Background: an optimization exercise with open tools, aiming at small area. Do not read the settings as production practice.
At most, simulation tests tie the RTL to the original design; equivalence was not proved.
Power figures rest on the tool's default switching activity, not on a simulated workload.

==> module scancode_key_decoder_fifo_top, before the edit <==
module scancode_key_decoder_fifo_top (
    input  wire logic            clk,
    input  wire logic            rst_n,
    input  wire logic            cmd_valid,
    output logic                 cmd_stall,
    input  wire logic [10:0]     cmd_in,
    output logic                 evt_valid,
    input  wire logic            evt_stall,
    output logic [25:0]          evt_out
);
    localparam int DEPTH = skfd_pkg::FIFO_DEPTH;
    logic [1:0] mode;
    logic [7:0] b;
    logic       en;
    assign mode = cmd_in[10:9];
    assign b    = cmd_in[8:1];
    assign en   = cmd_in[0];
    logic       prefix_reg, shift_reg, caps_reg, saved_reg;
    logic [5:0] count_reg;
    logic       out_valid_reg, skid_valid_reg;
    logic       out_pop_reg, out_req_reg;
    logic [6:0] out_key;
    logic [6:0] skid_op;
    logic [6:0] q [DEPTH];
    logic accept, take, exec;
    assign cmd_stall = skid_valid_reg;
    assign accept    = cmd_valid && !skid_valid_reg;
    assign take      = out_valid_reg && !evt_stall;
    assign exec      = skid_valid_reg ? take : (accept && (take || !out_valid_reg));
    logic [6:0] fresh_op;
    logic       prefix_next, shift_next, caps_next;
    logic [7:0] lo, up;
    assign lo = skfd_pkg::lower_char(b[6:0]);
    assign up = skfd_pkg::upper_char(b[6:0]);
    always_comb
    begin
        prefix_next = prefix_reg;
        shift_next  = shift_reg;
        caps_next   = caps_reg;
        fresh_op    = skfd_pkg::OP_NONE;
        case (mode)
            skfd_pkg::MODE_SCAN:
            begin
                if (b == skfd_pkg::SC_EXT)
                    prefix_next = 1'b1;
                else if (prefix_reg)
                begin
                    prefix_next = 1'b0;
                    case (b)
                        skfd_pkg::SC_UP:    fresh_op = skfd_pkg::KC_UP;
                        skfd_pkg::SC_DOWN:  fresh_op = skfd_pkg::KC_DOWN;
                        skfd_pkg::SC_LEFT:  fresh_op = skfd_pkg::KC_LEFT;
                        skfd_pkg::SC_RIGHT: fresh_op = skfd_pkg::KC_RIGHT;
                        default:            fresh_op = skfd_pkg::OP_NONE;
                    endcase
                end
                else if (b == skfd_pkg::SC_LSHIFT || b == skfd_pkg::SC_RSHIFT)
                    shift_next = 1'b1;
                else if (b == skfd_pkg::SC_LSHIFT_BR || b == skfd_pkg::SC_RSHIFT_BR)
                    shift_next = 1'b0;
                else if (b == skfd_pkg::SC_CAPS)
                    caps_next = !caps_reg;
                else if (b == skfd_pkg::SC_TAB && shift_reg && en)
                    fresh_op = skfd_pkg::OP_SNAP;
                else if (!b[7])
                begin
                    if (caps_reg ? (up != 8'h00) : (lo != 8'h00))
                        fresh_op = {caps_reg && up[6], b[5:0]};
                end
            end
            skfd_pkg::MODE_POP:   fresh_op = skfd_pkg::OP_POP;
            skfd_pkg::MODE_CLEAR: fresh_op = skfd_pkg::OP_CLEAR;
            default:              fresh_op = skfd_pkg::OP_FCLR;
        endcase
    end
    always_ff @(posedge clk or negedge rst_n)
    begin
        if (!rst_n)
        begin
            prefix_reg <= 1'b0;
            shift_reg  <= 1'b0;
            caps_reg   <= 1'b0;
        end
        else if (accept)
        begin
            prefix_reg <= prefix_next;
            shift_reg  <= shift_next;
            caps_reg   <= caps_next;
        end
    end
    logic [6:0] op;
    logic       is_key, is_pop, is_clr, is_snap, is_fclr;
    logic       full, nonempty, push;
    assign op       = skid_valid_reg ? skid_op : fresh_op;
    assign is_key   = skfd_pkg::is_key_code(op);
    assign is_pop   = (op == skfd_pkg::OP_POP);
    assign is_clr   = (op == skfd_pkg::OP_CLEAR);
    assign is_snap  = (op == skfd_pkg::OP_SNAP);
    assign is_fclr  = (op == skfd_pkg::OP_FCLR);
    assign full     = count_reg[5];
    assign nonempty = (count_reg != 6'd0);
    assign push     = exec && is_key;
    always_ff @(posedge clk or negedge rst_n)
    begin
        if (!rst_n)
        begin
            count_reg <= '0;
            saved_reg <= 1'b0;
        end
        else if (exec)
        begin
            if (is_key && !full)
                count_reg <= count_reg + 6'd1;
            else if (is_pop && nonempty)
                count_reg <= count_reg - 6'd1;
            else if (is_clr)
                count_reg <= '0;
            if (is_snap)
                saved_reg <= 1'b1;
            else if (is_fclr)
                saved_reg <= 1'b0;
        end
    end
    always_ff @(posedge clk)
    begin
        if (push)
        begin
            q[0] <= op;
            for (int i = 1; i < DEPTH; i++)
                q[i] <= q[i-1];
        end
    end
    always_ff @(posedge clk or negedge rst_n)
    begin
        if (!rst_n)
        begin
            out_valid_reg  <= 1'b0;
            skid_valid_reg <= 1'b0;
        end
        else
        begin
            if (take || !out_valid_reg)
                out_valid_reg <= skid_valid_reg || accept;
            if (take)
                skid_valid_reg <= 1'b0;
            else if (out_valid_reg && accept)
                skid_valid_reg <= 1'b1;
        end
    end
    logic [6:0] qr [DEPTH];
    logic [6:0] head;
    for (genvar j = 0; j < DEPTH; j++)
    begin : g_qr
        assign qr[j] = q[(j + DEPTH - 1) % DEPTH];
    end
    assign head = qr[count_reg[4:0]];
    always_ff @(posedge clk)
    begin
        if (!skid_valid_reg)
            skid_op <= fresh_op;
        if (take || !out_valid_reg)
        begin
            out_pop_reg <= is_pop && nonempty;
            out_req_reg <= is_snap;
            out_key     <= head;
        end
    end
    logic [7:0] key_char, key_scan;
    assign key_char = out_pop_reg ? skfd_pkg::code_char(out_key) : 8'h00;
    assign key_scan = out_pop_reg ? skfd_pkg::code_scan(out_key) : 8'h00;
    assign evt_valid = out_valid_reg;
    assign evt_out   = {out_pop_reg, key_char, key_scan, out_pop_reg,
                        count_reg, saved_reg, out_req_reg};
endmodule
clock: 4.0 ns
lec_check: 0
abc_area: 1
cap_margin: 20
core_margin: 2
core_utilization: 60
cts_buf_list: sky130_fd_sc_hd__clkbuf_4 sky130_fd_sc_hd__clkbuf_8
gpl_timing_driven: 0
slew_margin: 20
run.sh (not shown) runs the stock make flow with config.mk's settings and CLKGATE_MAP_FILE= SYNTH_SCRIPT=/design/flow/synth_recipe.tcl, a recipe that flattens the netlist after the stock synthesis.
==> next run, changes <==
--- a/flow/design.v
+++ b/flow/design.v
@@ -208,11 +208,11 @@
     assign b    = cmd_in[8:1];
     assign en   = cmd_in[0];
     logic       prefix_reg, shift_reg, caps_reg, saved_reg;
     logic [5:0] count_reg;
     logic       out_valid_reg, skid_valid_reg;
-    logic       out_pop_reg, out_req_reg;
+    logic       out_req_reg;
     logic [6:0] out_key;
     logic [6:0] skid_op;
     logic [6:0] q [DEPTH];
     logic accept, take, exec;
     assign cmd_stall = skid_valid_reg;
@@ -350,18 +350,19 @@
     begin
         if (!skid_valid_reg)
             skid_op <= fresh_op;
         if (take || !out_valid_reg)
         begin
-            out_pop_reg <= is_pop && nonempty;
             out_req_reg <= is_snap;
-            out_key     <= head;
+            out_key     <= (is_pop && nonempty) ? head : skfd_pkg::OP_NONE;
         end
     end
     logic [7:0] key_char, key_scan;
-    assign key_char = out_pop_reg ? skfd_pkg::code_char(out_key) : 8'h00;
-    assign key_scan = out_pop_reg ? skfd_pkg::code_scan(out_key) : 8'h00;
+    assign key_char = skfd_pkg::code_char(out_key);
+    assign key_scan = skfd_pkg::code_scan(out_key);
     assign evt_valid = out_valid_reg;
-    assign evt_out   = {out_pop_reg, key_char, key_scan, out_pop_reg,
+    logic key_valid;
+    assign key_valid = (out_key != skfd_pkg::OP_NONE);
+    assign evt_out   = {key_valid, key_char, key_scan, key_valid,
                         count_reg, saved_reg, out_req_reg};
 endmodule
 `default_nettype wire
=>
- The new run passed the timing, DRC and antenna checks
- cell area went up slightly
- core utilization went up by 2.5 points
- via count hardly moves
- hold slack got worse by 0.0054 ns
- power went down by about a fifth
- critical path depth went down by 1
- count of clock-buffer cells in the layout went down by 8
The RTL of the first run of this note was laid out without a check of its function.

==> afterwards: timing with drivers on the ports <==
Ports are ideal in the flow. The routed layouts listed here were re-timed in OpenROAD. Step 1 assumes that a clkbuf_16 drives the clock port and a buf_2 every other input. Step 2 also shifts input and output timing later by t, the mid clock arrival at the registers, as if the neighbouring blocks saw the same clock. Slacks: no drivers / after step 1 / after step 2; pairs: no drivers / after step 1.
run	t (ns)	setup slack, ns	worst setup path after step 2
the first run	0.595	0.170 / 0.170 / -0.380	input to register
the second run	0.568	0.146 / 0.146 / -0.393	input to register
Met with ideal ports but missed after step 2: setup timing in the first run and the second run. For the first run, which loses most, drivers alone change the setup slack by 0.000 ns; drivers and shift together by -0.550 ns.
